This design comes from an exercise in tuning for a short achievable clock period and few clock cycles on the open sky130 flow, not from production work.
Only simulation tests tie the RTL to the original design; equivalence was not proved.
No activity file was given, so power comes from the tool's default toggle rates.

`run.sh`:
```
#!/bin/bash
# synth_recipe.tcl (not shown) runs the flow's synth.tcl, then flattens the netlist and writes it again
# the make line also repeats each setting of config.mk as NAME=value (left out here)
make -C /OpenROAD-flow-scripts/flow DESIGN_CONFIG=/design/flow/config.mk WORK_HOME=/design/flow/orfs CLKGATE_MAP_FILE= SYNTH_SCRIPT=/design/flow/synth_recipe.tcl finish
```
`constraint.sdc`:
```
create_clock -name core_clock -period 5.0 [get_ports {clock}]
set_input_delay 1.0000 -clock core_clock [delete_from_list [all_inputs] [get_ports {clock}]]
set_output_delay 1.0000 -clock core_clock [all_outputs]
set_load 0.01 [all_outputs]
```
`design.v`:
```
package bpq_pkg;
   localparam int FIELD_VALUE_W = 32;
   localparam int FIELD_PRIO_W  = 8;
   localparam int STATUS_W      = 2;
   localparam int FILL_W        = 5;
   localparam logic OP_PUSH = 1'b0;
   localparam logic OP_POP  = 1'b1;
   localparam logic [STATUS_W-1:0] STATUS_OK    = 2'd0;
   localparam logic [STATUS_W-1:0] STATUS_FULL  = 2'd1;
   localparam logic [STATUS_W-1:0] STATUS_EMPTY = 2'd2;
   typedef struct packed {
      logic accept;
      logic scan_issue;
      logic scan_end;
      logic shift_wr;
      logic finish_pop;
      logic emit;
   } cmd_type;
   typedef struct packed {
      logic req_pop;
      logic full;
      logic empty;
      logic scan_last;
      logic shift_done;
      logic out_free;
   } stat_type;
endpackage
module bounded_priority_queue_fifo_tiebreak #(
   parameter int QUEUE_DEPTH    = 16,
   parameter int VALUE_WIDTH    = 32,
   parameter int PRIORITY_WIDTH = 8
) (
   input  logic                                     clock,
   input  logic                                     reset,
   input  logic                                     req_valid,
   output logic                                     req_ready,
   input  logic                                     req_opcode,
   input  logic signed [bpq_pkg::FIELD_VALUE_W-1:0] req_in_value,
   input  logic        [bpq_pkg::FIELD_PRIO_W-1:0]  req_in_priority,
   output logic                                     rsp_valid,
   input  logic                                     rsp_ready,
   output logic        [bpq_pkg::STATUS_W-1:0]      rsp_status,
   output logic signed [bpq_pkg::FIELD_VALUE_W-1:0] rsp_out_value,
   output logic        [bpq_pkg::FIELD_PRIO_W-1:0]  rsp_out_priority,
   output logic        [bpq_pkg::FILL_W-1:0]        rsp_fill_count
);
   localparam int D     = QUEUE_DEPTH;
   localparam int VW    = bpq_pkg::FIELD_VALUE_W;
   localparam int PW    = bpq_pkg::FIELD_PRIO_W;
   localparam int SW    = bpq_pkg::STATUS_W;
   localparam int FW    = bpq_pkg::FILL_W;
   localparam int RW    = SW + VW + PW + FW;    
   localparam int NBUF  = 3;                    
   logic rdy;
   logic acc;
   assign acc = req_valid & rdy;
   logic          a_v;
   logic          a_op;
   logic          a_rd;      
   logic [VW-1:0] a_val;
   logic [PW-1:0] a_pri;
   logic [D-1:0]  a_g;       
   logic          a_g_b;     
   logic          a_g_a;     
   logic [VW-1:0] b_val;
   logic [PW-1:0] b_pri;
   logic [D-1:0]  m_new, m_prev, m_keep;    
   logic [D-1:0]  p_new, p_prev, p_keep;
   logic [D-1:0][VW-1:0] q_val;
   logic [D-1:0][PW-1:0] q_pri;
   logic [D-1:0]         q_v;
   logic [D:0]           fill_oh;
   logic [FW-1:0]        fill_push, fill_pop;
   logic [D-1:0] g;
   always_comb begin
      for (int i = 0; i < D; i++) begin
         g[i] = q_v[i] & (q_pri[i] >= req_in_priority);
      end
   end
   always_ff @(posedge clock) begin
      a_op  <= req_opcode;
      a_rd  <= req_opcode & req_valid;
      a_val <= req_in_value;
      a_pri <= req_in_priority;
      a_g   <= g;
      a_g_b <= (b_pri >= req_in_priority);
      a_g_a <= (a_pri >= req_in_priority);
      if (reset) a_v <= 1'b0;
      else       a_v <= acc;
   end
   logic [D-1:0][VW-1:0] n_val;
   logic [D-1:0][PW-1:0] n_pri;
   logic [D-1:0]         n_v;
   logic [D-1:0]         m_next;
   always_comb begin
      for (int i = 0; i < D; i++) begin
         m_next[i] = ~(m_new[i] | m_prev[i] | m_keep[i]);
         n_val[i] = ({VW{m_keep[i]}} & q_val[i]) | ({VW{m_new[i]}} & b_val);
         n_pri[i] = ({PW{m_keep[i]}} & q_pri[i]) | ({PW{m_new[i]}} & b_pri);
         n_v[i]   = (m_keep[i] & q_v[i]) | m_new[i];
         if (i < D - 1) begin
            n_val[i] = n_val[i] | ({VW{m_next[i]}} & q_val[i+1]);
            n_pri[i] = n_pri[i] | ({PW{m_next[i]}} & q_pri[i+1]);
            n_v[i]   = n_v[i]   | (m_next[i] & q_v[i+1]);
         end
         if (i > 0) begin
            n_val[i] = n_val[i] | ({VW{m_prev[i]}} & q_val[i-1]);
            n_pri[i] = n_pri[i] | ({PW{m_prev[i]}} & q_pri[i-1]);
            n_v[i]   = n_v[i]   | (m_prev[i] & q_v[i-1]);
         end
      end
   end
   logic [D-1:0] g1, ge;
   logic [D-1:0] p_next;
   logic         a_push, a_pop;
   logic [D-1:0] d_new, d_prev, d_keep;
   always_comb begin
      for (int i = 0; i < D; i++) begin
         p_next[i] = ~(p_new[i] | p_prev[i] | p_keep[i]);
         g1[i] = (p_keep[i] & a_g[i]) | (p_new[i] & a_g_b);
         if (i < D - 1) g1[i] = g1[i] | (p_next[i] & a_g[i+1]);
         if (i > 0)     g1[i] = g1[i] | (p_prev[i] & a_g[i-1]);
      end
      for (int i = 0; i < D; i++) begin
         ge[i] = (m_keep[i] & g1[i]) | (m_new[i] & a_g_a);
         if (i < D - 1) ge[i] = ge[i] | (m_next[i] & g1[i+1]);
         if (i > 0)     ge[i] = ge[i] | (m_prev[i] & g1[i-1]);
      end
      a_push = a_v & (a_op == bpq_pkg::OP_PUSH) & ~n_v[D-1];
      a_pop  = a_v & (a_op == bpq_pkg::OP_POP)  &  n_v[0];
      for (int i = 0; i < D; i++) begin
         if (i == 0) begin
            d_new[i]  = a_push & ~ge[0];
            d_prev[i] = 1'b0;
         end else begin
            d_new[i]  = a_push & ~ge[i] &  ge[i-1];
            d_prev[i] = a_push & ~ge[i] & ~ge[i-1];
         end
         d_keep[i] = ~(a_pop | (a_push & ~ge[i]));
      end
   end
   always_ff @(posedge clock) begin
      b_val <= a_val;
      b_pri <= a_pri;
      q_val <= n_val;
      q_pri <= n_pri;
      if (reset) begin
         m_new  <= '0;
         m_prev <= '0;
         m_keep <= '1;
         p_new  <= '0;
         p_prev <= '0;
         p_keep <= '1;
         q_v    <= '0;
      end else begin
         m_new  <= d_new;
         m_prev <= d_prev;
         m_keep <= d_keep;
         p_new  <= m_new;
         p_prev <= m_prev;
         p_keep <= m_keep;
         q_v    <= n_v;
      end
   end
   logic [D:0]       r_fill_oh;
   logic [D:0]       k_fill_oh;
   logic [FW-1:0]    k_fill_push, k_fill_pop;
   logic [SW-1:0]    r_status;
   logic [VW-1:0]    r_val;
   logic [PW-1:0]    r_pri;
   logic [FW-1:0]    r_fill;
   logic [RW-1:0]    r_all;
   always_comb begin
      r_val     = {VW{a_rd & n_v[0]}} & n_val[0];
      r_pri     = {PW{a_rd & n_v[0]}} & n_pri[0];
      r_fill_oh = fill_oh;
      if (a_op == bpq_pkg::OP_PUSH) begin
         r_status = n_v[D-1] ? bpq_pkg::STATUS_FULL : bpq_pkg::STATUS_OK;
         if (!fill_oh[D]) r_fill_oh = {fill_oh[D-1:0], 1'b0};
      end else begin
         r_status = n_v[0] ? bpq_pkg::STATUS_OK : bpq_pkg::STATUS_EMPTY;
         if (!fill_oh[0]) r_fill_oh = {1'b0, fill_oh[D:1]};
      end
      r_fill = (a_op == bpq_pkg::OP_PUSH) ? fill_push : fill_pop;
      r_all  = {r_status, r_val, r_pri, r_fill};
      k_fill_oh   = a_v ? r_fill_oh : fill_oh;
      k_fill_push = FW'(D);
      k_fill_pop  = '0;
      for (int k = 0; k < D; k++) begin
         k_fill_push = k_fill_oh[k]   ? FW'(k + 1) : k_fill_push;
         k_fill_pop  = k_fill_oh[k+1] ? FW'(k)     : k_fill_pop;
      end
   end
   logic [NBUF-1:0][RW-1:0] f_data;
   logic [1:0]              f_wr, f_rd, f_rd1;
   logic [1:0]              f_cnt;
   logic                    take;
   logic [RW-1:0]           o_stay, o_step;
   logic [RW-1:0]           o_data;
   logic                    o_v;
   logic [2:0]              held;
   logic                    rdy_in;
   assign take  = o_v & rsp_ready;
   assign f_rd1 = (f_rd == 2'(NBUF - 1)) ? 2'd0 : f_rd + 2'd1;
   assign o_stay = (f_cnt == 2'd0) ? r_all : f_data[f_rd];
   assign o_step = (f_cnt == 2'd1) ? r_all : f_data[f_rd1];
   always_ff @(posedge clock) begin
      if (a_v) f_data[f_wr] <= r_all;
      o_data <= take ? o_step : o_stay;
      if (reset) begin
         fill_oh <= (D+1)'(1);
         fill_push <= FW'(1);
         fill_pop  <= '0;
         f_wr  <= 2'd0;
         f_rd  <= 2'd0;
         f_cnt <= 2'd0;
         o_v   <= 1'b0;
      end else begin
         fill_oh   <= k_fill_oh;
         fill_push <= k_fill_push;
         fill_pop  <= k_fill_pop;
         if (a_v)  f_wr <= (f_wr == 2'(NBUF - 1)) ? 2'd0 : f_wr + 2'd1;
         if (take) f_rd <= f_rd1;
         f_cnt <= f_cnt + 2'(a_v) - 2'(take);
         o_v   <= (f_cnt != 2'd0 && !(f_cnt == 2'd1 && take)) | a_v;
      end
   end
   assign held = 3'(a_v) + 3'(f_cnt);
   always_comb begin
      case (held)
         3'd0, 3'd1: rdy_in = 1'b1;
         3'd2:       rdy_in = ~acc | take;
         3'd3:       rdy_in = ~acc & take;
         default:    rdy_in = 1'b0;
      endcase
   end
   always_ff @(posedge clock) begin
      if (reset) rdy <= 1'b1;
      else       rdy <= rdy_in;
   end
   assign req_ready        = rdy;
   assign rsp_valid        = o_v;
   assign rsp_status       = o_data[RW-1 -: SW];
   assign rsp_out_value    = o_data[VW+PW+FW-1 -: VW];
   assign rsp_out_priority = o_data[PW+FW-1 -: PW];
   assign rsp_fill_count   = o_data[FW-1:0];
endmodule
```
`config.mk`:
```
export PLATFORM = sky130hd
export DESIGN_NAME = bounded_priority_queue_fifo_tiebreak
export DESIGN_NICKNAME = bounded_priority_queue_fifo_tiebreak
export VERILOG_FILES = /design/flow/design.v
export SDC_FILE = /design/flow/constraint.sdc
export NUM_CORES = 4
export LEC_CHECK = 0
export ABC_CLOCK_PERIOD_IN_PS = 1500
export CAP_MARGIN = 20
export CORE_MARGIN = 2
export CORE_UTILIZATION = 45
export SETUP_SLACK_MARGIN = 3.3
export SLEW_MARGIN = 20
```
==> summary.txt, run 1 <==
Place
  • Total instance count after detailed placement: 6,253
  • DP HPWL: 82,480 µm
  • Pre-CTS worst setup slack: 1.309 ns
  • Placed cell areas: between 0.04 and 0.05 mm²
  • Gpl congestion: 0.8132
  • Quantity of I/O buffers inserted on ports: 93

Die
  • Die outline width: 325.9 µm
  • # IOs: 94
  • Effective utilization at floorplan: 0.4518
  • Core area: between 0.1 and 0.15 mm²
  • Vertical die dimension: 325.9 µm
  • Std-Cell Rows: 118
  • Total die area: 0.1062 mm²

CTS
  • Clock tree from TritonCTS: yes
  • Clock buffers created by TritonCTS: 114
  • Maximum buffer depth of the clock tree: 3
  • Max H-tree Level: 3
  • Clock latency at the later pin of the worst-skew pair: 0.71 ns
  • CTS Hold Bufs: 0
  • Master cell of the clock root buffer: sky130_fd_sc_hd__clkbuf_16
  • CTS clock-pin slew for the worst setup and hold paths: 0.06 ns
  • Sink Count: approximately 1,100

Logic synthesis
  • Yosys Warn Count: 1
  • Sequential fraction of the synthesis area: 0.4910
  • Portion of synthesized cell area occupied by the leading cell type: 0.4002
  • Per-instance average area after synthesis: 9.015 µm²
  • EDFF count, synth: 141
  • Number of instances in the synthesized netlist: 5,172
  • Dominant cell type by area after synthesis: sky130_fd_sc_hd__dfxtp_1
  • Number of library cell types mapped by synthesis: around 70
  • Synthesized net count: 5,368
  • Seq cells post-synth: 1,073
  • Cell Area, Synth: 0.04663 mm²
  • Ranking of synthesized cells by area: sky130_fd_sc_hd__dfxtp_1, sky130_fd_sc_hd__a222oi_1, sky130_fd_sc_hd__nand2_1, sky130_fd_sc_hd__edfxtp_1, sky130_fd_sc_hd__ha_1
  • Proportion of register bits with asynchronous set or reset after synthesis: 0
  • Top flip-flop cell by instance count after synthesis: sky130_fd_sc_hd__dfxtp_1

Setup path
  • Kind of critical path: reg2out
  • Delay of the slowest cell on the worst path: 0.37 ns
  • Sum of buffers and inverters on the critical path: 1
  • List of cells traversed by the critical path: buf_6
  • Crit. End Element: primary output
  • Number of logic stages on the critical path including buffering: 1
  • Required time at the worst-slack endpoint: 4.00 ns
  • Minimum setup slack among reg-to-reg paths: between 2 and 3 ns
  • Number of cells on the worst reg-to-reg path: 8
  • Kind of cell adding the most delay to the critical path: flip-flops
  • Slowest CP cell: sky130_fd_sc_hd__dfxtp_2
  • Nature of the critical path startpoint: flip-flop
  • Critical path fanouts, max: 1
  • Arrival time reported for the critical path endpoint: 1.19 ns

Global route
  • Global-route usage over all layers: 0.2746
  • Gr ovfl total: 0
  • Global-route wire length before repair: about 240,000 µm
  • Pin count of the biggest net entering global routing: 68
  • Number of global-route vias before repair: slightly below 40,000
  • Number of antenna violations at the first check in global routing: 3

STA
  • Number of hold-slack violations in the final timing report: 0
  • Setup Viol. Count Final: 0
  • Final max-slew violation count: 0
  • Transition time of the tightest slew-check pin: about 0.93 ns
  • Relative slew slack: 0.3788
  • Setup repair after global routing missed its margin: true
  • Min setup slack post-route: between 2 and 3 ns
  • Worst hold slack: about 0.32 ns
  • Final period demand of the worst path: approximately 2.2 ns
  • Final Skew: 0.02039 ns
  • Period utilization: 0.4371
  • Timing-limited maximum frequency: 457.5 MHz
  • Aggregate negative setup slack: 0 ns

Finish
  • Fill cell instance count of the final layout: ~8,600
  • Fraction of layout instances using a drive strength above 1: 0.2281
  • Most common cell after layout, fill and taps aside: sky130_fd_sc_hd__nand2_1
  • P&R area growth vs syn: 29.60%
  • Post-route core utilization: 0.5855
  • Commonest cells after routing, fill and taps aside: sky130_fd_sc_hd__nand2_1, sky130_fd_sc_hd__dfxtp_1, sky130_fd_sc_hd__a222oi_1, sky130_fd_sc_hd__inv_1, sky130_fd_sc_hd__a21oi_1
  • Count of non-filler cells in the finished layout: 6,764
  • Design area: 0.06043 mm²
  • Final nets: 5,484
  • Number of diodes added for antenna fixing: 0

Drt
  • Vias per cell: a little over 6
  • DRC marker count from the first detailed-route iteration: 7,066
  • Antenna-violating nets left: 0
  • Final wirelength: 156,600 µm
  • Remaining routing DRC violations: 0
  • Average wire length per cell after detail routing: around 23 µm
  • Vias after detailed routing: approximately 42,000
  • Detailed-router iteration count before antenna repair: 11

Outcome
  • Result of the run: timing/DRC/antenna clean

Min path
  • Kind of path behind the tightest hold check: reg2reg
  • Number of cells traversed by the worst hold path: 0

Power
  • Largest voltage drop on the vdd net: about 0.00031 V
  • Total chip power: 24.72 mW
  • Static Leakage: 25.26 nW
  • PwrDens: 409.1 mW/mm²

Job
  • MaxCap Viol Count: 0
## repair_timing
action	4_1_cts	5_1_grt
setup endpoints to repair	455	396
hold endpoints to repair	0	0
resized for setup	884	226
gates cloned	53	5
setup buffers	164	77
pin swaps	113	114
## synthesized netlist by cell type, types with 3 or more instances
master	number
sky130_fd_sc_hd__nor3_1	20
sky130_fd_sc_hd__inv_1	231
sky130_fd_sc_hd__mux2i_1	101
sky130_fd_sc_hd__ha_1	151
sky130_fd_sc_hd__a21o_1	50
sky130_fd_sc_hd__a21boi_0	3
sky130_fd_sc_hd__o41ai_1	9
sky130_fd_sc_hd__nor3b_1	3
sky130_fd_sc_hd__or2_2	17
sky130_fd_sc_hd__dfxtp_1	932
sky130_fd_sc_hd__o21ai_0	27
sky130_fd_sc_hd__a221o_1	5
sky130_fd_sc_hd__and2_1	6
sky130_fd_sc_hd__o22ai_1	148
sky130_fd_sc_hd__nor2_1	112
sky130_fd_sc_hd__nor2b_1	62
sky130_fd_sc_hd__o32ai_1	4
sky130_fd_sc_hd__o211ai_1	52
sky130_fd_sc_hd__edfxtp_1	141
sky130_fd_sc_hd__a222oi_1	616
sky130_fd_sc_hd__a221oi_1	69
sky130_fd_sc_hd__buf_2	24
sky130_fd_sc_hd__nand2b_1	27
sky130_fd_sc_hd__a21oi_1	206
sky130_fd_sc_hd__nand3_1	20
sky130_fd_sc_hd__a22oi_1	54
sky130_fd_sc_hd__a211oi_1	3
sky130_fd_sc_hd__buf_1	12
sky130_fd_sc_hd__nor4b_1	5
sky130_fd_sc_hd__a22o_1	3
sky130_fd_sc_hd__clkbuf_1	441
sky130_fd_sc_hd__a31oi_1	50
sky130_fd_sc_hd__and3_1	16
sky130_fd_sc_hd__nand2_1	1507
sky130_fd_sc_hd__o221ai_1	3
## routing by layer
metal / GRT usage / vias up / share of wire
li1: - / 19538 / -
met1: 0.3597 / 19943 / 0.42
met2: 0.4525 / 2003 / 0.45
met3: 0.03623 / 437 / 0.081
met4: 0.1232 / 0 / 0.047
met5: 0 / - / 0
## power by group
part           total [mW]  internal (mW)  switching, mW
sequential           11.1           9.94           1.13
clock                8.79           5.19           3.59
combinational        4.85           2.31           2.54
## state kept, by name, indices dropped and copies added, names as in the netlist, 17 cells and up
signal,count
q_val,512
f_data,141
q_pri,128
o_data,47
a_val,32
b_val,32
fill_oh,17
## final timing paths
path         startpoint                   to
max          o_data[12]  rsp_out_priority[7]
min            a_val[7]             b_val[7]
max reg2reg     f_wr[0]          f_data[139]
min reg2reg    a_val[7]             b_val[7]
## cell families (layout without fill, tap and decap cells)
family / count (synthesis) / in the layout / synth area share
and+or+nand+nor: 1805 / 1817 / 0.1551
AOI/OAI and AO/OA: 1324 / 1324 / 0.2318
adders and majority gates: 151 / 151 / 0.04052
muxes: 105 / 105 / 0.02297
buffers and inverters: 712 / 912 / 0.05828
DFF: 1073 / 1073 / 0.4910
xor gates and xnor gates: 2 / 2 / 0.0003757
## cell type report
class	count	area (µm²)	area share
multi-input cells	3399	24660	0.4081
well taps	1380	1727	0.02857
clock inverters	35	414.1	0.006854
clock buffers	177	3525	0.05833
repair buffers	466	6102	0.1010
inverters	232	934.6	0.01547
repair inverters	2	46.29	0.0007661
flip-flops and latches	1073	23020	0.3809
Testbench counts, summed over its fixed seeds: cycles 24,016.
==> run 2, diff against run 1 <==
--- a/config.mk
+++ b/config.mk
@@ -9,5 +9,5 @@
 export CAP_MARGIN = 20
 export CORE_MARGIN = 2
-export CORE_UTILIZATION = 45
+export CORE_UTILIZATION = 50
 export SETUP_SLACK_MARGIN = 3.3
 export SLEW_MARGIN = 20
==> summary.txt, run 2 <==
Global route
  • Gr ovfl total: 0 (unchanged)
  • Pin count of the biggest net entering global routing: 86 (was 68)
  • Number of global-route vias before repair: 38,234 (was 38,870)
  • Global-route usage over all layers: 0.3040 (was 0.2746)
  • Global-route wire length before repair: 231,100 µm (was 235,200 µm)
  • Number of antenna violations at the first check in global routing: 0 (was 3)

Drt
  • Detailed-router iteration count before antenna repair: 12 (was 11)
  • Antenna-violating nets left: 0 (unchanged)
  • Final wirelength: 158,200 µm (was 156,600 µm)
  • Vias after detailed routing: 41,916 (was 41,921)
  • Remaining routing DRC violations: 0 (unchanged)
  • Vias per cell: 6.276 (was 6.198)
  • Average wire length per cell after detail routing: 23.68 µm (was 23.15 µm)
  • DRC marker count from the first detailed-route iteration: 7,093 (was 7,066)

Place
  • Quantity of I/O buffers inserted on ports: 93 (unchanged)
  • DP HPWL: 81,880 µm (was 82,480 µm)
  • Total instance count after detailed placement: 6,128 (was 6,253)
  • Gpl congestion: 0.8189 (was 0.8132)

STA
  • Timing-limited maximum frequency: 454.2 MHz (was 457.5 MHz)
  • Final period demand of the worst path: 2.202 ns (was 2.186 ns)
  • Aggregate negative setup slack: 0 ns (unchanged)
  • Final max-slew violation count: 0 (unchanged)
  • Setup Viol. Count Final: 0 (unchanged)
  • Setup repair after global routing missed its margin: true (unchanged)
  • Relative slew slack: 0.4097 (was 0.3788)
  • Period utilization: 0.4404 (was 0.4371)
  • Number of hold-slack violations in the final timing report: 0 (unchanged)
  • Worst hold slack: 0.3247 ns (about the same)
  • Final Skew: 0.03952 ns (was 0.02039 ns)
  • Transition time of the tightest slew-check pin: 0.8842 ns (was 0.9276 ns)

Setup path
  • Critical path fanouts, max: 1 (unchanged)
  • Required time at the worst-slack endpoint: 4.00 ns (about the same)
  • Kind of critical path: reg2out (unchanged)
  • Crit. End Element: primary output (unchanged)
  • Nature of the critical path startpoint: flip-flop (unchanged)
  • Delay of the slowest cell on the worst path: 0.37 ns (about the same)
  • Arrival time reported for the critical path endpoint: 1.20 ns (was 1.19 ns)
  • Sum of buffers and inverters on the critical path: 1 (unchanged)
  • Slowest CP cell: sky130_fd_sc_hd__dfxtp_4 (was sky130_fd_sc_hd__dfxtp_2)
  • List of cells traversed by the critical path: buf_6 (unchanged)
  • Minimum setup slack among reg-to-reg paths: 2.87 ns (was 2.92 ns)
  • Kind of cell adding the most delay to the critical path: flip-flops (unchanged)

Power
  • Static Leakage: 25.82 nW (was 25.26 nW)
  • PwrDens: 411.5 mW/mm² (was 409.1 mW/mm²)
  • Largest voltage drop on the vdd net: 0.0003495 V (was 0.0003099 V)

Logic synthesis
  • Top flip-flop cell by instance count after synthesis: sky130_fd_sc_hd__dfxtp_1 (unchanged)
  • EDFF count, synth: 141 (unchanged)
  • Most numerous cell in the Yosys netlist: sky130_fd_sc_hd__nand2_1 (unchanged)
  • Yosys Warn Count: 1 (unchanged)
  • Dominant cell type by area after synthesis: sky130_fd_sc_hd__dfxtp_1 (unchanged)
  • Synthesized net count: 5,368 (unchanged)
  • Sequential fraction of the synthesis area: 0.4910 (unchanged)
  • Portion of synthesized cell area occupied by the leading cell type: 0.4002 (unchanged)
  • Seq cells post-synth: 1,073 (unchanged)
  • Number of library cell types mapped by synthesis: 68 (unchanged)
  • Ranking of synthesized cells by area: sky130_fd_sc_hd__dfxtp_1, sky130_fd_sc_hd__a222oi_1, sky130_fd_sc_hd__nand2_1, sky130_fd_sc_hd__edfxtp_1, sky130_fd_sc_hd__ha_1 (unchanged)
  • Top post-synthesis cells by count: sky130_fd_sc_hd__nand2_1, sky130_fd_sc_hd__dfxtp_1, sky130_fd_sc_hd__a222oi_1 (unchanged)
  • Cell Area, Synth: 0.04663 mm² (unchanged)
  • Number of instances in the synthesized netlist: 5,172 (unchanged)
  • Proportion of register bits with asynchronous set or reset after synthesis: 0 (unchanged)
  • Per-instance average area after synthesis: 9.015 µm² (unchanged)

Finish
  • Final nets: 5,522 (was 5,484)
  • Registers with the highest flip-flop counts: q_val x512, f_data x141, q_pri x128 (unchanged)
  • Most common cell after layout, fill and taps aside: sky130_fd_sc_hd__nand2_1 (unchanged)
  • Fill cell instance count of the final layout: 7,378 (was 8,631)
  • Fraction of layout instances using a drive strength above 1: 0.2428 (was 0.2281)
  • Count of non-filler cells in the finished layout: 6,679 (was 6,764)
  • Number of diodes added for antenna fixing: 0 (unchanged)
  • Largest register FFs: 512 (unchanged)
  • Reg with most FFs: q_val (unchanged)
  • Commonest cells after routing, fill and taps aside: sky130_fd_sc_hd__nand2_1, sky130_fd_sc_hd__dfxtp_1, sky130_fd_sc_hd__a222oi_1, sky130_fd_sc_hd__inv_1, sky130_fd_sc_hd__buf_4 (was sky130_fd_sc_hd__nand2_1, sky130_fd_sc_hd__dfxtp_1, sky130_fd_sc_hd__a222oi_1, sky130_fd_sc_hd__inv_1, sky130_fd_sc_hd__a21oi_1)
  • P&R area growth vs syn: 31.22% (was 29.60%)

CTS
  • Clock latency at the later pin of the worst-skew pair: 0.72 ns (was 0.71 ns)
  • Max H-tree Level: 3 (unchanged)
  • Clock tree from TritonCTS: yes (unchanged)
  • CTS clock-pin slew for the worst setup and hold paths: 0.06 ns (about the same)
  • Sink Count: 1,073 (unchanged)
  • Maximum buffer depth of the clock tree: 3 (unchanged)
  • Master cell of the clock root buffer: sky130_fd_sc_hd__clkbuf_16 (unchanged)
  • Clock buffers created by TritonCTS: 114 (unchanged)
  • CTS Hold Bufs: 0 (unchanged)

Die
  • Vertical die dimension: 309.4 µm (was 325.9 µm)
  • Effective utilization at floorplan: 0.5019 (was 0.4518)
  • # IOs: 94 (unchanged)
  • Die outline width: 309.4 µm (was 325.9 µm)
  • Std-Cell Rows: 112 (was 118)
  • Total die area: 0.09571 mm² (was 0.1062 mm²)
  • Core area: 0.09291 mm² (was 0.1032 mm²)

Job
  • MaxCap Viol Count: 0 (unchanged)

Outcome
  • Result of the run: timing/DRC/antenna clean (unchanged)

Min path
  • Kind of path behind the tightest hold check: reg2reg (unchanged)
==> run 2: cell counts after synthesis <==
No cell type changed its count.
==> run 2: cells by family after synthesis <==
family	after synthesis	synth area share
flip-flops	1073	0.4910
adder cells (fa/ha/maj)	151	0.04052
multiplexers	105	0.02297
buffers and inverters	712	0.05828
AO/OA/AOI/OAI	1324	0.2318
AND/OR/NAND/NOR	1805	0.1551
XOR/XNOR	2	0.0003757
==> run 2: metal layers <==
layer	share of wire	vias to the layer above	global-route usage	wire length, µm
met5	0	-	0	0
met4	0.054	0	0.1426	8561
met3	0.080	460	0.03962	12680
met2	0.46	2029	0.5025	72140
met1	0.41	19800	0.3955	64790
li1	-	19627	-	-
==> run 2: cell type report <==
cell class	instances	area, µm²	area share
Multi-Input combinational cell	3397	24890	0.4068
Sequential cell	1073	23020	0.3763
Timing Repair Buffer	506	6630	0.1084
Clock buffer	157	3371	0.05509
Tap cell	1254	1569	0.02564
Inverter	232	943.4	0.01542
Clock inverter	58	720.7	0.01178
Timing Repair inverter	2	32.53	0.0005317
==> run 2: report_power, final <==
group	internal [mW]	switching, mW	total, mW	leakage [nW]
combinational	2.31	2.60	4.91	14.8
sequential	9.94	1.19	11.1	8.98
clock	5.49	3.65	9.13	2.03
==> run 2: final timing paths <==
kind,cells past startpoint,end,startpoint
min,0,b_val[18],a_val[18]
max,1,rsp_out_value[18],o_data[31]
min reg2reg,0,b_val[18],a_val[18]
max reg2reg,7,m_prev[3],a_g_b
==> run 2: what timing repair did <==
item                                    in CTS  in global routing
buffers inserted                           176                102
gates cloned                                47                 11
gates resized for setup                    957                266
pin swaps                                  180                191
endpoints found under the setup margin     470                329
==> run 2: through the flow <==
step | worst slack (ns) | utilization | instance area, µm² | total power, mW
after global placement | 1.295 | 0.5242 | 48700 | 14.40
after detailed placement | 1.278 | 0.5242 | 48700 | 14.50
after CTS | 2.780 | 0.6324 | 58760 | 24.65
final | 2.798 | 0.6585 | 61180 | 25.18
after floorplan | 2.221 | - | 47530 | 13.27
after global routing | 2.791 | 0.6585 | 61180 | 26.13
==> run 3, diff against run 2 <==
--- a/config.mk
+++ b/config.mk
@@ -10,4 +10,6 @@
 export CORE_MARGIN = 2
 export CORE_UTILIZATION = 50
+export CTS_CLUSTER_DIAMETER = 70
+export CTS_CLUSTER_SIZE = 25
 export SETUP_SLACK_MARGIN = 3.3
 export SLEW_MARGIN = 20
==> summary.txt, run 3 <==
CTS
  • CTS clock-pin slew for the worst setup and hold paths: 0.11 ns (was 0.06 ns)
  • Master cell of the clock root buffer: sky130_fd_sc_hd__clkbuf_16 (unchanged)
  • Clock buffers created by TritonCTS: 68 (was 114)
  • Max H-tree Level: 3 (unchanged)
  • Maximum buffer depth of the clock tree: 3 (unchanged)
  • Clock latency at the later pin of the worst-skew pair: 0.68 ns (was 0.72 ns)
  • Sink Count: 1,073 (unchanged)
  • CTS Hold Bufs: 0 (unchanged)
  • Clock tree from TritonCTS: yes (unchanged)

Finish
  • Count of non-filler cells in the finished layout: 6,526 (was 6,679)
  • Design area: 0.05872 mm² (was 0.06118 mm²)
  • Most common cell after layout, fill and taps aside: sky130_fd_sc_hd__nand2_1 (unchanged)
  • Commonest cells after routing, fill and taps aside: sky130_fd_sc_hd__nand2_1, sky130_fd_sc_hd__dfxtp_1, sky130_fd_sc_hd__a222oi_1, sky130_fd_sc_hd__inv_1, sky130_fd_sc_hd__a21oi_1 (was sky130_fd_sc_hd__nand2_1, sky130_fd_sc_hd__dfxtp_1, sky130_fd_sc_hd__a222oi_1, sky130_fd_sc_hd__inv_1, sky130_fd_sc_hd__buf_4)
  • Reg with most FFs: q_val (unchanged)
  • Largest register FFs: 512 (unchanged)
  • Final nets: 5,415 (was 5,522)
  • Post-route core utilization: 0.6320 (was 0.6585)
  • P&R area growth vs syn: 25.94% (was 31.22%)
  • Registers with the highest flip-flop counts: q_val x512, f_data x141, q_pri x128 (unchanged)
  • Fraction of layout instances using a drive strength above 1: 0.2180 (was 0.2428)

Drt
  • Remaining routing DRC violations: 0 (unchanged)
  • DRC marker count from the first detailed-route iteration: 6,717 (was 7,093)
  • Vias per cell: 6.278 (was 6.276)
  • Antenna-violating nets left: 0 (unchanged)
  • Final wirelength: 155,300 µm (was 158,200 µm)
  • Vias after detailed routing: 40,969 (was 41,916)
  • Detailed-router iteration count before antenna repair: 14 (was 12)
  • Average wire length per cell after detail routing: 23.80 µm (was 23.68 µm)

Power
  • PwrDens: 375.8 mW/mm² (was 411.5 mW/mm²)
  • Static Leakage: 24.35 nW (was 25.82 nW)
  • Largest voltage drop on the vdd net: 0.0002758 V (was 0.0003495 V)
  • Total chip power: 22.07 mW (was 25.18 mW)

Job
  • MaxCap Viol Count: 0 (unchanged)

Logic synthesis
  • Yosys Warn Count: 1 (unchanged)
  • Proportion of register bits with asynchronous set or reset after synthesis: 0 (unchanged)
  • Top flip-flop cell by instance count after synthesis: sky130_fd_sc_hd__dfxtp_1 (unchanged)
  • Cell Area, Synth: 0.04663 mm² (unchanged)
  • Ranking of synthesized cells by area: sky130_fd_sc_hd__dfxtp_1, sky130_fd_sc_hd__a222oi_1, sky130_fd_sc_hd__nand2_1, sky130_fd_sc_hd__edfxtp_1, sky130_fd_sc_hd__ha_1 (unchanged)
  • Top post-synthesis cells by count: sky130_fd_sc_hd__nand2_1, sky130_fd_sc_hd__dfxtp_1, sky130_fd_sc_hd__a222oi_1 (unchanged)
  • Synthesized net count: 5,368 (unchanged)
  • Seq cells post-synth: 1,073 (unchanged)
  • Portion of synthesized cell area occupied by the leading cell type: 0.4002 (unchanged)
  • Number of library cell types mapped by synthesis: 68 (unchanged)
  • Number of instances in the synthesized netlist: 5,172 (unchanged)
  • Per-instance average area after synthesis: 9.015 µm² (unchanged)
  • EDFF count, synth: 141 (unchanged)
  • Most numerous cell in the Yosys netlist: sky130_fd_sc_hd__nand2_1 (unchanged)
  • Dominant cell type by area after synthesis: sky130_fd_sc_hd__dfxtp_1 (unchanged)
  • Sequential fraction of the synthesis area: 0.4910 (unchanged)

Die
  • Core area: 0.09291 mm² (unchanged)
  • Effective utilization at floorplan: 0.5019 (unchanged)
  • Vertical die dimension: 309.4 µm (unchanged)
  • # IOs: 94 (unchanged)
  • Total die area: 0.09571 mm² (unchanged)
  • Die outline width: 309.4 µm (unchanged)
  • Std-Cell Rows: 112 (unchanged)

STA
  • Timing-limited maximum frequency: 463.4 MHz (was 454.2 MHz)
  • Aggregate negative setup slack: 0 ns (unchanged)
  • Min setup slack post-route: 2.842 ns (was 2.798 ns)
  • Setup repair after global routing missed its margin: true (unchanged)
  • Final Skew: 0.04532 ns (was 0.03952 ns)
  • Setup Viol. Count Final: 0 (unchanged)
  • Period utilization: 0.4316 (was 0.4404)
  • Worst hold slack: 0.3264 ns (was 0.3247 ns)
  • Relative slew slack: 0.4101 (was 0.4097)
  • Transition time of the tightest slew-check pin: 0.8836 ns (was 0.8842 ns)
  • Final period demand of the worst path: 2.158 ns (was 2.202 ns)
  • Number of hold-slack violations in the final timing report: 0 (unchanged)
  • Final max-slew violation count: 0 (unchanged)

Setup path
  • Kind of critical path: reg2out (unchanged)
  • Sum of buffers and inverters on the critical path: 1 (unchanged)
  • Arrival time reported for the critical path endpoint: 1.16 ns (was 1.20 ns)
  • Critical path fanouts, max: 1 (unchanged)
  • Slowest CP cell: sky130_fd_sc_hd__dfxtp_2 (was sky130_fd_sc_hd__dfxtp_4)
  • List of cells traversed by the critical path: buf_6 (unchanged)
  • Delay of the slowest cell on the worst path: 0.37 ns (about the same)
  • Required time at the worst-slack endpoint: 4.00 ns (about the same)
  • Worst flop-to-flop path startpoint: m_keep[0] (was a_g_b)
  • Kind of cell adding the most delay to the critical path: flip-flops (unchanged)
  • Crit. End Element: primary output (unchanged)
  • Nature of the critical path startpoint: flip-flop (unchanged)
  • CP startpoint: o_data[11] (was o_data[31])

Global route
  • Global-route wire length before repair: 226,400 µm (was 231,100 µm)
  • Gr ovfl total: 0 (unchanged)
  • Pin count of the biggest net entering global routing: 86 (unchanged)
  • Global-route usage over all layers: 0.2979 (was 0.3040)
  • Number of global-route vias before repair: 37,091 (was 38,234)
  • Number of antenna violations at the first check in global routing: 1 (was 0)

Min path
  • Kind of path behind the tightest hold check: reg2reg (unchanged)
  • Launch point of the worst hold path: a_val[20] (was a_val[18])

Place
  • DP HPWL: 81,880 µm (unchanged)
  • Total instance count after detailed placement: 6,128 (unchanged)
  • Gpl congestion: 0.8189 (unchanged)
  • Quantity of I/O buffers inserted on ports: 93 (unchanged)
  • Placed cell areas: 0.04870 mm² (unchanged)
  • Pre-CTS worst setup slack: 1.278 ns (unchanged)

Outcome
  • Result of the run: timing/DRC/antenna clean (unchanged)
==> run 3: final cells by class <==
class,instances,area (µm²)
diodes,1,2.502
flip-flops and latches,1073,23020
repair buffers,445,5983
well taps,1254,1569
repair inverters,3,41.29
inverters,232,934.6
clock buffers,84,1856
fillers,7690,34190
multi-input cells,3396,24860
clock inverters,38,452.9
==> run 3: worst paths after layout <==
check | end | slack [ns] | depth (start not counted)
worst min register to register | b_val[20] | 0.33 | 0
worst max register to register | o_data[12] | 2.91 | 12
worst min-delay path | b_val[20] | 0.33 | 0
worst max-delay path | rsp_out_priority[6] | 2.84 | 1
==> run 3: cell families (layout without fill, tap and decap cells) <==
| family | Yosys count | after routing | synth area share |
|---|---|---|---|
| DFF | 1073 | 1073 | 0.4910 |
| xor gates and xnor gates | 2 | 2 | 0.0003757 |
| and+or+nand+nor | 1805 | 1814 | 0.1551 |
| buffers and inverters | 712 | 802 | 0.05828 |
| AOI/OAI and AO/OA | 1324 | 1324 | 0.2318 |
| adders and majority gates | 151 | 151 | 0.04052 |
| other | 0 | 1 | 0 |
| muxes | 105 | 105 | 0.02297 |
==> run 3: what timing repair did <==
item,in CTS,in global routing
gates resized for setup,897,255
gates cloned,42,17
pin swaps,185,145
setup buffers,139,77
setup endpoints to repair,472,361
==> run 3: where the power goes <==
group          internal [mW]  total (mW)  switching (mW)
Clock                   2.86        6.22            3.35
Sequential              9.93        11.0            1.12
Combinational           2.23        4.81            2.58
Total                   15.0        22.1            7.05
==> run 3: layer usage <==
metal  global-route usage  routed length [µm]
met2               0.5023               71410
met5                    0                   0
met4               0.1139                7155
met3              0.03579               11630
met1               0.3912               65100
==> run 4, diff against run 3 <==
--- a/design.v
+++ b/design.v
@@ -72,4 +72,5 @@
    logic [D:0]           fill_oh;
    logic [FW-1:0]        fill_push, fill_pop;
+   logic [D:0]           k_fill_oh;    
    logic [D-1:0] g;
    always_comb begin
@@ -80,5 +81,5 @@
    always_ff @(posedge clock) begin
       a_op  <= req_opcode;
-      a_rd  <= req_opcode & req_valid;
+      a_rd  <= req_opcode & req_valid & ~k_fill_oh[0];
       a_val <= req_in_value;
       a_pri <= req_in_priority;
@@ -127,6 +128,6 @@
          if (i > 0)     ge[i] = ge[i] | (m_prev[i] & g1[i-1]);
       end
-      a_push = a_v & (a_op == bpq_pkg::OP_PUSH) & ~n_v[D-1];
-      a_pop  = a_v & (a_op == bpq_pkg::OP_POP)  &  n_v[0];
+      a_push = a_v & (a_op == bpq_pkg::OP_PUSH) & ~fill_oh[D];
+      a_pop  = a_v & (a_op == bpq_pkg::OP_POP)  & ~fill_oh[0];
       for (int i = 0; i < D; i++) begin
          if (i == 0) begin
@@ -164,5 +165,4 @@
    end
    logic [D:0]       r_fill_oh;
-   logic [D:0]       k_fill_oh;
    logic [FW-1:0]    k_fill_push, k_fill_pop;
    logic [SW-1:0]    r_status;
@@ -172,12 +172,12 @@
    logic [RW-1:0]    r_all;
    always_comb begin
-      r_val     = {VW{a_rd & n_v[0]}} & n_val[0];
-      r_pri     = {PW{a_rd & n_v[0]}} & n_pri[0];
+      r_val     = {VW{a_rd}} & n_val[0];
+      r_pri     = {PW{a_rd}} & n_pri[0];
       r_fill_oh = fill_oh;
       if (a_op == bpq_pkg::OP_PUSH) begin
-         r_status = n_v[D-1] ? bpq_pkg::STATUS_FULL : bpq_pkg::STATUS_OK;
+         r_status = fill_oh[D] ? bpq_pkg::STATUS_FULL : bpq_pkg::STATUS_OK;
          if (!fill_oh[D]) r_fill_oh = {fill_oh[D-1:0], 1'b0};
       end else begin
-         r_status = n_v[0] ? bpq_pkg::STATUS_OK : bpq_pkg::STATUS_EMPTY;
+         r_status = fill_oh[0] ? bpq_pkg::STATUS_EMPTY : bpq_pkg::STATUS_OK;
          if (!fill_oh[0]) r_fill_oh = {1'b0, fill_oh[D:1]};
       end
==> summary.txt, run 4 <==
Outcome
  • Result of the run: timing/DRC/antenna clean (unchanged)

Drt
  • Top Metal Used: met4 (unchanged)
  • Average wire length per cell after detail routing: 23.81 µm (was 23.80 µm)
  • Detailed-router iteration count before antenna repair: 13 (was 14)
  • Remaining routing DRC violations: 0 (unchanged)
  • Vias per cell: 6.410 (was 6.278)
  • Routed met2 length: 70,100 µm (was 71,410 µm)
  • Antenna-violating nets left: 0 (unchanged)
  • Met3 wire length: 12,080 µm (was 11,630 µm)
  • Vias after detailed routing: 41,564 (was 40,969)
  • Final wirelength: 154,400 µm (was 155,300 µm)
  • DRC marker count from the first detailed-route iteration: 6,942 (was 6,717)
  • Wl on met1: 64,380 µm (was 65,100 µm)

Finish
  • Registers with the highest flip-flop counts: q_val x512, f_data x141, q_pri x128 (unchanged)
  • Most common cell after layout, fill and taps aside: sky130_fd_sc_hd__nand2_1 (unchanged)
  • Design area: 0.05889 mm² (was 0.05872 mm²)
  • P&R area growth vs syn: 26.12% (was 25.94%)
  • Number of diodes added for antenna fixing: 0 (was 1)
  • Largest register FFs: 512 (unchanged)
  • Fraction of layout instances using a drive strength above 1: 0.2147 (was 0.2180)
  • Reg with most FFs: q_val (unchanged)
  • Commonest cells after routing, fill and taps aside: sky130_fd_sc_hd__nand2_1, sky130_fd_sc_hd__dfxtp_1, sky130_fd_sc_hd__a222oi_1, sky130_fd_sc_hd__inv_1, sky130_fd_sc_hd__a21oi_1 (unchanged)
  • Count of non-filler cells in the finished layout: 6,484 (was 6,526)
  • Final nets: 5,374 (was 5,415)

STA
  • Final Skew: 0.04028 ns (was 0.04532 ns)
  • Number of hold-slack violations in the final timing report: 0 (unchanged)
  • Period utilization: 0.4345 (was 0.4316)
  • Final period demand of the worst path: 2.173 ns (was 2.158 ns)
  • Setup Viol. Count Final: 0 (unchanged)
  • Setup repair after global routing missed its margin: true (unchanged)
  • Relative slew slack: 0.4019 (was 0.4101)
  • Final max-slew violation count: 0 (unchanged)
  • Transition time of the tightest slew-check pin: 0.8972 ns (was 0.8836 ns)
  • Aggregate negative setup slack: 0 ns (unchanged)
  • Worst hold slack: 0.3286 ns (was 0.3264 ns)
  • Timing-limited maximum frequency: 460.3 MHz (was 463.4 MHz)

Die
  • Total die area: 0.09584 mm² (was 0.09571 mm²)
  • Die outline width: 309.6 µm (was 309.4 µm)
  • Effective utilization at floorplan: 0.5025 (was 0.5019)
  • Vertical die dimension: 309.6 µm (was 309.4 µm)
  • # IOs: 94 (unchanged)
  • Core area: 0.09291 mm² (unchanged)
  • Std-Cell Rows: 112 (unchanged)

Logic synthesis
  • Ranking of synthesized cells by area: sky130_fd_sc_hd__dfxtp_1, sky130_fd_sc_hd__a222oi_1, sky130_fd_sc_hd__nand2_1, sky130_fd_sc_hd__edfxtp_1, sky130_fd_sc_hd__ha_1 (unchanged)
  • EDFF count, synth: 141 (unchanged)
  • Synthesized net count: 5,285 (was 5,368)
  • Sequential fraction of the synthesis area: 0.4903 (was 0.4910)
  • Top flip-flop cell by instance count after synthesis: sky130_fd_sc_hd__dfxtp_1 (unchanged)
  • Yosys Warn Count: 1 (unchanged)
  • Top post-synthesis cells by count: sky130_fd_sc_hd__nand2_1, sky130_fd_sc_hd__dfxtp_1, sky130_fd_sc_hd__a222oi_1 (unchanged)
  • Number of instances in the synthesized netlist: 5,089 (was 5,172)
  • Per-instance average area after synthesis: 9.175 µm² (was 9.015 µm²)
  • Portion of synthesized cell area occupied by the leading cell type: 0.3996 (was 0.4002)
  • Dominant cell type by area after synthesis: sky130_fd_sc_hd__dfxtp_1 (unchanged)
  • Cell Area, Synth: 0.04669 mm² (was 0.04663 mm²)
  • Number of library cell types mapped by synthesis: 66 (was 68)
  • Proportion of register bits with asynchronous set or reset after synthesis: 0 (unchanged)
  • Seq cells post-synth: 1,073 (unchanged)
  • Most numerous cell in the Yosys netlist: sky130_fd_sc_hd__nand2_1 (unchanged)

Place
  • Placed cell areas: 0.04886 mm² (was 0.04870 mm²)
  • Gpl congestion: 0.8306 (was 0.8189)
  • Quantity of I/O buffers inserted on ports: 93 (unchanged)
  • Total instance count after detailed placement: 6,054 (was 6,128)
  • DP HPWL: 82,370 µm (was 81,880 µm)

Global route
  • Pin count of the biggest net entering global routing: 79 (was 86)
  • Global-route wire length before repair: 228,200 µm (was 226,400 µm)
  • Number of global-route vias before repair: 37,938 (was 37,091)
  • Gr ovfl total: 0 (unchanged)
  • Global-route usage over all layers: 0.2982 (was 0.2979)
  • Number of antenna violations at the first check in global routing: 1 (unchanged)

Job
  • MaxCap Viol Count: 0 (unchanged)

Setup path
  • Number of cells on the worst reg-to-reg path: 9 (was 12)
  • Required time at the worst-slack endpoint: 4.00 ns (about the same)
  • Minimum setup slack among reg-to-reg paths: 2.93 ns (was 2.91 ns)
  • Critical path fanouts, max: 1 (unchanged)
  • Kind of critical path: reg2out (unchanged)
  • List of cells traversed by the critical path: buf_6 (unchanged)
  • CP startpoint: o_data[30] (was o_data[11])
  • Sum of buffers and inverters on the critical path: 1 (unchanged)
  • Nature of the critical path startpoint: flip-flop (unchanged)
  • Slowest CP cell: sky130_fd_sc_hd__dfxtp_2 (unchanged)
  • Crit. End Element: primary output (unchanged)
  • Number of logic stages on the critical path including buffering: 1 (unchanged)
  • Kind of cell adding the most delay to the critical path: flip-flops (unchanged)
  • Arrival time reported for the critical path endpoint: 1.17 ns (was 1.16 ns)
  • Capturing point of the worst reg2reg path: f_data[127] (was o_data[12])
  • Worst flop-to-flop path startpoint: f_wr[0] (was m_keep[0])
  • Setup crit end: rsp_out_value[17] (was rsp_out_priority[6])
  • Delay of the slowest cell on the worst path: 0.37 ns (about the same)

Power
  • Static Leakage: 24.82 nW (was 24.35 nW)
  • PwrDens: 380.9 mW/mm² (was 375.8 mW/mm²)
  • Largest voltage drop on the vdd net: 0.0002628 V (was 0.0002758 V)

CTS
  • Master cell of the clock root buffer: sky130_fd_sc_hd__clkbuf_16 (unchanged)
  • Max H-tree Level: 3 (unchanged)
  • Clock buffers created by TritonCTS: 67 (was 68)
  • Sink Count: 1,073 (unchanged)
  • Clock tree from TritonCTS: yes (unchanged)
  • CTS clock-pin slew for the worst setup and hold paths: 0.09 ns (was 0.11 ns)
  • Maximum buffer depth of the clock tree: 3 (unchanged)
  • Clock latency at the later pin of the worst-skew pair: 0.67 ns (was 0.68 ns)

Min path
  • Kind of path behind the tightest hold check: reg2reg (unchanged)
## run 4: worst min-delay path by stage
stage,depth (start not counted),slack (ns),endpoint,startpoint
finish,0,0.33,b_val[10],a_val[10]
floorplan,0,0.31,b_val[0],a_val[0]
detailed placement,0,0.31,b_val[14],a_val[14]
global placement,0,0.31,b_val[14],a_val[14]
CTS,0,0.33,b_val[14],a_val[14]
global route,0,0.34,b_val[10],a_val[10]
## run 4: what timing repair did
item                                    in CTS  in global routing
gates resized for setup                    815                261
cloned                                      41                 17
hold buffers                                 0                  0
pin swaps                                  213                182
buffers inserted                           160                 91
endpoints found under the setup margin     562                378
## run 4: kinds of logic after synthesis
| family | count (synthesis) | synth area share |
|---|---|---|
| simple gates | 1599 | 0.1378 |
| compound gates | 1456 | 0.2521 |
| flops | 1073 | 0.4903 |
| buf+inv | 708 | 0.05753 |
| fa+ha+maj | 151 | 0.04046 |
| mux | 100 | 0.02144 |
| xor+xnor | 2 | 0.0003752 |
## run 4: layout make-up
| type | count | area (µm²) |
|---|---|---|
| fillers | 7651 | 34020 |
| repair inverters | 3 | 36.28 |
| well taps | 1254 | 1569 |
| inverters | 230 | 923.4 |
| flip-flops and latches | 1073 | 23030 |
| clock inverters | 39 | 610.6 |
| clock buffers | 82 | 1881 |
| repair buffers | 486 | 6286 |
| multi-input cells | 3317 | 24550 |
## run 4: worst reg2reg max path: cells and delay by family, from the launching register on
kind / cells / cell delay, ns
flip-flops: 1 / 0.37
buffers and inverters: 6 / 0.79
AND/OR/NAND/NOR: 1 / 0.39
AO/OA/AOI/OAI: 1 / 0.08
adder cells (fa/ha/maj): 1 / 0.29
## run 4: stage by stage
stage	util	setup slack [ns]	power, mW
detailed placement	0.5259	1.348	14.54
global route	0.6338	2.822	23.36
global placement	0.5259	1.396	14.46
CTS	0.6067	2.818	21.87
floorplan	-	2.212	13.33
finish	0.6338	2.827	22.43
## run 4: power breakdown
group	switching [mW]	internal [mW]
combinational	2.45	2.41
sequential	1.07	9.90
clock	3.37	3.22
total	6.89	15.5
## run 4: layer usage
layer,track usage,vias up
met2,0.4951,2058
met1,0.3941,19750
li1,-,19322
met5,0,-
met3,0.03436,434
met4,0.1256,0
Testbench counts of run 4, summed over its fixed seeds: cycles 24,016.
==> run 5, diff against run 4 <==
--- a/config.mk
+++ b/config.mk
@@ -9,5 +9,5 @@
 export CAP_MARGIN = 20
 export CORE_MARGIN = 2
-export CORE_UTILIZATION = 50
+export CORE_UTILIZATION = 40
 export CTS_CLUSTER_DIAMETER = 70
 export CTS_CLUSTER_SIZE = 25
==> summary.txt, run 5 <==
Drt
  • Detailed-router iteration count before antenna repair: 14 (was 13)
  • Vias after detailed routing: 41,386 (was 41,564)
  • Remaining routing DRC violations: 0 (unchanged)
  • Vias per cell: 6.096 (was 6.410)
  • Final wirelength: 156,600 µm (was 154,400 µm)
  • DRC marker count from the first detailed-route iteration: 7,017 (was 6,942)
  • Antenna-violating nets left: 0 (unchanged)
  • Average wire length per cell after detail routing: 23.07 µm (was 23.81 µm)

Global route
  • Number of global-route vias before repair: 38,857 (was 37,938)
  • Gr ovfl total: 0 (unchanged)
  • Global-route wire length before repair: 234,800 µm (was 228,200 µm)
  • Number of antenna violations at the first check in global routing: 1 (unchanged)
  • Pin count of the biggest net entering global routing: 94 (was 79)
  • Global-route usage over all layers: 0.2443 (was 0.2982)

Logic synthesis
  • Top post-synthesis cells by count: sky130_fd_sc_hd__nand2_1, sky130_fd_sc_hd__dfxtp_1, sky130_fd_sc_hd__a222oi_1 (unchanged)
  • Yosys Warn Count: 1 (unchanged)
  • Seq cells post-synth: 1,073 (unchanged)
  • Dominant cell type by area after synthesis: sky130_fd_sc_hd__dfxtp_1 (unchanged)
  • Portion of synthesized cell area occupied by the leading cell type: 0.3996 (unchanged)
  • Sequential fraction of the synthesis area: 0.4903 (unchanged)
  • Per-instance average area after synthesis: 9.175 µm² (unchanged)
  • Cell Area, Synth: 0.04669 mm² (unchanged)
  • Proportion of register bits with asynchronous set or reset after synthesis: 0 (unchanged)
  • Top flip-flop cell by instance count after synthesis: sky130_fd_sc_hd__dfxtp_1 (unchanged)
  • Number of instances in the synthesized netlist: 5,089 (unchanged)
  • Most numerous cell in the Yosys netlist: sky130_fd_sc_hd__nand2_1 (unchanged)
  • Synthesized net count: 5,285 (unchanged)
  • Number of library cell types mapped by synthesis: 66 (unchanged)
  • EDFF count, synth: 141 (unchanged)
  • Ranking of synthesized cells by area: sky130_fd_sc_hd__dfxtp_1, sky130_fd_sc_hd__a222oi_1, sky130_fd_sc_hd__nand2_1, sky130_fd_sc_hd__edfxtp_1, sky130_fd_sc_hd__ha_1 (unchanged)

STA
  • Final period demand of the worst path: 2.190 ns (was 2.173 ns)
  • Final max-slew violation count: 0 (unchanged)
  • Worst hold slack: 0.3178 ns (was 0.3286 ns)
  • Final Skew: 0.03720 ns (was 0.04028 ns)
  • Setup Viol. Count Final: 0 (unchanged)
  • Timing-limited maximum frequency: 456.5 MHz (was 460.3 MHz)
  • Aggregate negative setup slack: 0 ns (unchanged)
  • Relative slew slack: 0.4452 (was 0.4019)
  • Period utilization: 0.4381 (was 0.4345)
  • Number of hold-slack violations in the final timing report: 0 (unchanged)
  • Transition time of the tightest slew-check pin: 0.8322 ns (was 0.8972 ns)
  • Setup repair after global routing missed its margin: true (unchanged)

Die
  • Total die area: 0.1195 mm² (was 0.09584 mm²)
  • Die outline width: 345.7 µm (was 309.6 µm)
  • Effective utilization at floorplan: 0.4023 (was 0.5025)
  • # IOs: 94 (unchanged)
  • Vertical die dimension: 345.7 µm (was 309.6 µm)
  • Std-Cell Rows: 125 (was 112)
  • Core area: 0.1160 mm² (was 0.09291 mm²)

CTS
  • Clock latency at the later pin of the worst-skew pair: 0.69 ns (was 0.67 ns)
  • CTS clock-pin slew for the worst setup and hold paths: 0.10 ns (was 0.09 ns)
  • Max H-tree Level: 3 (unchanged)
  • Master cell of the clock root buffer: sky130_fd_sc_hd__clkbuf_16 (unchanged)
  • Clock buffers created by TritonCTS: 72 (was 67)
  • Sink Count: 1,073 (unchanged)
  • Clock tree from TritonCTS: yes (unchanged)
  • Maximum buffer depth of the clock tree: 3 (unchanged)

Min path
  • Launch point of the worst hold path: a_val[3] (was a_val[10])
  • Kind of path behind the tightest hold check: reg2reg (unchanged)

Setup path
  • Slowest CP cell: sky130_fd_sc_hd__dfxtp_4 (was sky130_fd_sc_hd__dfxtp_2)
  • Crit. End Element: primary output (unchanged)
  • Sum of buffers and inverters on the critical path: 1 (unchanged)
  • Critical path fanouts, max: 1 (unchanged)
  • CP startpoint: o_data[7] (was o_data[30])
  • Kind of critical path: reg2out (unchanged)
  • Nature of the critical path startpoint: flip-flop (unchanged)
  • Worst flop-to-flop path startpoint: f_wr[0] (unchanged)
  • Delay of the slowest cell on the worst path: 0.38 ns (was 0.37 ns)
  • List of cells traversed by the critical path: buf_6 (unchanged)
  • Arrival time reported for the critical path endpoint: 1.19 ns (was 1.17 ns)
  • Required time at the worst-slack endpoint: 4.00 ns (about the same)
  • Kind of cell adding the most delay to the critical path: flip-flops (unchanged)

Place
  • Gpl congestion: 0.8030 (was 0.8306)
  • Placed cell areas: 0.04929 mm² (was 0.04886 mm²)
  • Quantity of I/O buffers inserted on ports: 93 (unchanged)
  • DP HPWL: 84,560 µm (was 82,370 µm)

Finish
  • Design area: 0.05955 mm² (was 0.05889 mm²)
  • Final nets: 5,404 (was 5,374)
  • Commonest cells after routing, fill and taps aside: sky130_fd_sc_hd__nand2_1, sky130_fd_sc_hd__dfxtp_1, sky130_fd_sc_hd__a222oi_1, sky130_fd_sc_hd__inv_1, sky130_fd_sc_hd__buf_4 (was sky130_fd_sc_hd__nand2_1, sky130_fd_sc_hd__dfxtp_1, sky130_fd_sc_hd__a222oi_1, sky130_fd_sc_hd__inv_1, sky130_fd_sc_hd__a21oi_1)
  • Fraction of layout instances using a drive strength above 1: 0.2232 (was 0.2147)
  • Number of diodes added for antenna fixing: 0 (unchanged)
  • Reg with most FFs: q_val (unchanged)
  • Largest register FFs: 512 (unchanged)
  • Most common cell after layout, fill and taps aside: sky130_fd_sc_hd__nand2_1 (unchanged)
  • Registers with the highest flip-flop counts: q_val x512, f_data x141, q_pri x128 (unchanged)
  • P&R area growth vs syn: 27.55% (was 26.12%)
  • Fill cell instance count of the final layout: 10,416 (was 7,651)

Outcome
  • Result of the run: timing/DRC/antenna clean (unchanged)

Job
  • MaxCap Viol Count: 0 (unchanged)

Power
  • Largest voltage drop on the vdd net: 0.0002875 V (was 0.0002628 V)
  • Static Leakage: 25.03 nW (was 24.82 nW)
  • PwrDens: 381.7 mW/mm² (was 380.9 mW/mm²)
  • Total chip power: 22.73 mW (was 22.43 mW)
## run 5: cell counts after synthesis
Identical to the previous run, type by type.
## run 5: cell type report
cell class              instances  area [µm²]  area share
clock buffers                  84        1973     0.03313
well taps                    1524        1907     0.03202
multi-input cells            3315       24740      0.4154
clock inverters                47       644.4     0.01082
flip-flops and latches       1073       23050      0.3871
inverters                     230       924.6     0.01553
repair buffers                513        6280      0.1054
repair inverters                3       31.28   0.0005252
## run 5: path summary, 6_finish.rpt
path,depth (start not counted),slack (ns),end
setup / recovery,1,2.81,rsp_out_priority[2]
hold / removal,0,0.32,b_val[3]
setup reg to reg,11,3.00,f_data[20]
hold reg to reg,0,0.32,b_val[3]
## run 5: kinds of logic (layout without fill, tap and decap cells)
group,count (synthesis),after routing,share of synthesized area
XOR/XNOR,2,2,0.0003752
AND/OR/NAND/NOR,1599,1606,0.1378
AO/OA/AOI/OAI,1456,1456,0.2521
flip-flops,1073,1073,0.4903
buffers and inverters,708,877,0.05753
adder cells (fa/ha/maj),151,151,0.04046
multiplexers,100,100,0.02144
## run 5: metal layers
layer	track usage	vias up	share of wire
li1	-	19400	-
met1	0.3150	19802	0.42
met2	0.4108	1800	0.46
met3	0.03130	384	0.078
met4	0.1052	0	0.047
met5	0	-	0
## run 5: power by group
part | internal [mW] | switching (mW)
registers | 9.91 | 1.08
logic | 2.48 | 2.48
clock network | 3.22 | 3.55
total | 15.6 | 7.12
## run 5: timing repair
item / in CTS / in global routing
setup buffers: 177 / 92
hold buffers: 0 / 0
pin swaps: 189 / 167
gates cloned: 51 / 3
setup endpoints to repair: 577 / 379
gates resized for setup: 841 / 223
## run 5: per-stage QoR
stage / util / setup slack, ns / cells
2_1_floorplan: - / 2.212 / 5089
6_report: 0.5132 / 2.810 / 6789
3_3_place_gp: 0.4247 / 1.416 / 6335
3_5_place_dp: 0.4248 / 1.372 / 6335
5_1_grt: 0.5132 / 2.793 / 6789
4_1_cts: 0.4960 / 2.787 / 6694
==> run 6, diff against run 5 <==
--- a/config.mk
+++ b/config.mk
@@ -9,7 +9,8 @@
 export CAP_MARGIN = 20
 export CORE_MARGIN = 2
-export CORE_UTILIZATION = 40
+export CORE_UTILIZATION = 45
 export CTS_CLUSTER_DIAMETER = 70
 export CTS_CLUSTER_SIZE = 25
+export PLACE_DENSITY = 0.5
 export SETUP_SLACK_MARGIN = 3.3
 export SLEW_MARGIN = 20
==> summary.txt, run 6 <==
Place
  • Total instance count after detailed placement: 6,187 (was 6,335)
  • DP HPWL: 88,220 µm (was 84,560 µm)
  • Quantity of I/O buffers inserted on ports: 93 (unchanged)
  • Pre-CTS worst setup slack: 1.421 ns (was 1.372 ns)
  • Gpl congestion: 0.8087 (was 0.8030)
  • Placed cell areas: 0.04911 mm² (was 0.04929 mm²)

Global route
  • Gr ovfl total: 0 (unchanged)
  • Global-route wire length before repair: 243,300 µm (was 234,800 µm)
  • Number of antenna violations at the first check in global routing: 0 (was 1)
  • Global-route usage over all layers: 0.2886 (was 0.2443)
  • Pin count of the biggest net entering global routing: 72 (was 94)
  • Number of global-route vias before repair: 38,284 (was 38,857)

Finish
  • Most common cell after layout, fill and taps aside: sky130_fd_sc_hd__nand2_1 (unchanged)
  • P&R area growth vs syn: 27.53% (was 27.55%)
  • Final nets: 5,396 (was 5,404)
  • Count of non-filler cells in the finished layout: 6,638 (was 6,789)
  • Reg with most FFs: q_val (unchanged)
  • Commonest cells after routing, fill and taps aside: sky130_fd_sc_hd__nand2_1, sky130_fd_sc_hd__dfxtp_1, sky130_fd_sc_hd__a222oi_1, sky130_fd_sc_hd__inv_1, sky130_fd_sc_hd__buf_4 (unchanged)
  • Fraction of layout instances using a drive strength above 1: 0.2292 (was 0.2232)
  • Post-route core utilization: 0.5770 (was 0.5132)
  • Fill cell instance count of the final layout: 9,012 (was 10,416)
  • Largest register FFs: 512 (unchanged)
  • Registers with the highest flip-flop counts: q_val x512, f_data x141, q_pri x128 (unchanged)
  • Design area: 0.05954 mm² (was 0.05955 mm²)
  • Number of diodes added for antenna fixing: 0 (unchanged)

Logic synthesis
  • Sequential fraction of the synthesis area: 0.4903 (unchanged)
  • Portion of synthesized cell area occupied by the leading cell type: 0.3996 (unchanged)
  • Per-instance average area after synthesis: 9.175 µm² (unchanged)
  • Number of instances in the synthesized netlist: 5,089 (unchanged)
  • Top post-synthesis cells by count: sky130_fd_sc_hd__nand2_1, sky130_fd_sc_hd__dfxtp_1, sky130_fd_sc_hd__a222oi_1 (unchanged)
  • Number of library cell types mapped by synthesis: 66 (unchanged)
  • Yosys Warn Count: 1 (unchanged)
  • Proportion of register bits with asynchronous set or reset after synthesis: 0 (unchanged)
  • Most numerous cell in the Yosys netlist: sky130_fd_sc_hd__nand2_1 (unchanged)
  • Ranking of synthesized cells by area: sky130_fd_sc_hd__dfxtp_1, sky130_fd_sc_hd__a222oi_1, sky130_fd_sc_hd__nand2_1, sky130_fd_sc_hd__edfxtp_1, sky130_fd_sc_hd__ha_1 (unchanged)
  • Top flip-flop cell by instance count after synthesis: sky130_fd_sc_hd__dfxtp_1 (unchanged)
  • Dominant cell type by area after synthesis: sky130_fd_sc_hd__dfxtp_1 (unchanged)
  • Seq cells post-synth: 1,073 (unchanged)
  • Cell Area, Synth: 0.04669 mm² (unchanged)
  • EDFF count, synth: 141 (unchanged)
  • Synthesized net count: 5,285 (unchanged)

CTS
  • Max H-tree Level: 3 (unchanged)
  • Sink Count: 1,073 (unchanged)
  • Master cell of the clock root buffer: sky130_fd_sc_hd__clkbuf_16 (unchanged)
  • CTS Hold Bufs: 0 (unchanged)
  • Maximum buffer depth of the clock tree: 3 (unchanged)
  • Clock latency at the later pin of the worst-skew pair: 0.67 ns (was 0.69 ns)
  • Clock buffers created by TritonCTS: 73 (was 72)
  • CTS clock-pin slew for the worst setup and hold paths: 0.09 ns (was 0.10 ns)
  • Clock tree from TritonCTS: yes (unchanged)

STA
  • Setup Viol. Count Final: 0 (unchanged)
  • Timing-limited maximum frequency: 466.1 MHz (was 456.5 MHz)
  • Setup repair after global routing missed its margin: true (unchanged)
  • Number of hold-slack violations in the final timing report: 0 (unchanged)
  • Worst hold slack: 0.3280 ns (was 0.3178 ns)
  • Final Skew: 0.03047 ns (was 0.03720 ns)
  • Final period demand of the worst path: 2.145 ns (was 2.190 ns)
  • Final max-slew violation count: 0 (unchanged)
  • Aggregate negative setup slack: 0 ns (unchanged)
  • Min setup slack post-route: 2.855 ns (was 2.810 ns)
  • Relative slew slack: 0.4761 (was 0.4452)
  • Period utilization: 0.4291 (was 0.4381)

Setup path
  • Critical path fanouts, max: 1 (unchanged)
  • Sum of buffers and inverters on the critical path: 1 (unchanged)
  • Nature of the critical path startpoint: flip-flop (unchanged)
  • Delay of the slowest cell on the worst path: 0.37 ns (was 0.38 ns)
  • Slowest CP cell: sky130_fd_sc_hd__dfxtp_2 (was sky130_fd_sc_hd__dfxtp_4)
  • Arrival time reported for the critical path endpoint: 1.15 ns (was 1.19 ns)
  • Required time at the worst-slack endpoint: 4.00 ns (about the same)
  • Capturing point of the worst reg2reg path: fill_push[2] (was f_data[20])
  • Crit. End Element: primary output (unchanged)
  • Worst flop-to-flop path startpoint: fill_oh[16] (was f_wr[0])
  • Kind of critical path: reg2out (unchanged)
  • Kind of cell adding the most delay to the critical path: flip-flops (unchanged)
  • Number of cells on the worst reg-to-reg path: 8 (was 11)
  • Minimum setup slack among reg-to-reg paths: 2.91 ns (was 3.00 ns)
  • List of cells traversed by the critical path: buf_6 (unchanged)

Drt
  • Antenna-violating nets left: 0 (unchanged)
  • Final wirelength: 163,100 µm (was 156,600 µm)
  • DRC marker count from the first detailed-route iteration: 6,117 (was 7,017)
  • Vias after detailed routing: 41,143 (was 41,386)
  • Remaining routing DRC violations: 0 (unchanged)
  • Vias per cell: 6.198 (was 6.096)
  • Average wire length per cell after detail routing: 24.58 µm (was 23.07 µm)
  • Detailed-router iteration count before antenna repair: 11 (was 14)

Job
  • MaxCap Viol Count: 0 (unchanged)

Die
  • Die outline width: 326.1 µm (was 345.7 µm)
  • Core area: 0.1032 mm² (was 0.1160 mm²)
  • Effective utilization at floorplan: 0.4524 (was 0.4023)
  • # IOs: 94 (unchanged)
  • Std-Cell Rows: 118 (was 125)
  • Total die area: 0.1064 mm² (was 0.1195 mm²)
  • Vertical die dimension: 326.1 µm (was 345.7 µm)

Min path
  • Hold EP: b_val[3] (unchanged)
  • Kind of path behind the tightest hold check: reg2reg (unchanged)
  • Launch point of the worst hold path: a_val[3] (unchanged)
  • Number of cells traversed by the worst hold path: 0 (unchanged)

Power
  • Static Leakage: 25.13 nW (was 25.03 nW)
  • Largest voltage drop on the vdd net: 0.0002460 V (was 0.0002875 V)
  • Total chip power: 22.67 mW (was 22.73 mW)
  • PwrDens: 380.8 mW/mm² (was 381.7 mW/mm²)

Outcome
  • Result of the run: timing/DRC/antenna clean (unchanged)
[run 6: changes by cell type in the layout (fill, tap and decap cells not counted), moves of 8 or more]
cell                        before  now
sky130_fd_sc_hd__buf_6         125  113
sky130_fd_sc_hd__buf_12         61   69
sky130_fd_sc_hd__a2bb2oi_1      35   27
sky130_fd_sc_hd__nand2_4        23   34
sky130_fd_sc_hd__o22ai_1        23    7
sky130_fd_sc_hd__a2bb2oi_2      14   22
sky130_fd_sc_hd__dfxtp_1       855  847
sky130_fd_sc_hd__o22ai_2        85  114
sky130_fd_sc_hd__dfxtp_4        26   14
sky130_fd_sc_hd__buf_4         211  198
sky130_fd_sc_hd__dfxtp_2        51   71
sky130_fd_sc_hd__o22ai_4        34   21
[run 6: cells by family after synthesis]
group,after synthesis,share of synthesized area
fa+ha+maj,151,0.04046
xor+xnor,2,0.0003752
mux,100,0.02144
compound gates,1456,0.2521
simple gates,1599,0.1378
buf+inv,708,0.05753
flops,1073,0.4903
[run 6: final cells by class]
class                           instances  area (µm²)  share of cell area
Multi-Input combinational cell       3314       24740              0.4154
Clock inverter                         50       615.6             0.01034
Inverter                              230       980.9             0.01647
Sequential cell                      1073       23030              0.3868
Timing Repair Buffer                  501        6325              0.1062
Tap cell                             1380        1727             0.02900
Timing Repair inverter                  7       103.9            0.001744
Clock buffer                           83        2023             0.03398
[run 6: worst max path at each step]
stage / to / startpoint / cells past startpoint
CTS: rsp_valid / o_v / 1
floorplan: fill_push[0] / a_v / 7
global route: rsp_valid / o_v / 1
finish: rsp_out_value[16] / o_data[29] / 1
detailed placement: a_g[4] / req_in_priority[1] / 9
global placement: a_g[4] / req_in_priority[1] / 9
[run 6: per-layer routing]
metal	track usage	vias to the layer above	routed length, µm
li1	-	19396	-
met1	0.3953	19976	72590
met2	0.4778	1518	75120
met3	0.03343	253	10550
met4	0.08656	0	4877
met5	0	-	0
[run 6: report_power, final]
part           internal (mW)  leakage [nW]  switching [mW]
Clock                   3.26          1.28            3.54
Sequential              9.91          8.97            1.09
Combinational           2.46          14.9            2.43
Total                   15.6          25.1            7.06
[run 6: what timing repair did]
| action | CTS | global route |
|---|---|---|
| hold endpoints to repair | 0 | 0 |
| gates cloned | 48 | 10 |
| setup endpoints to repair | 457 | 372 |
| pin swaps | 231 | 183 |
| gates resized for setup | 868 | 238 |
| setup buffers | 163 | 97 |
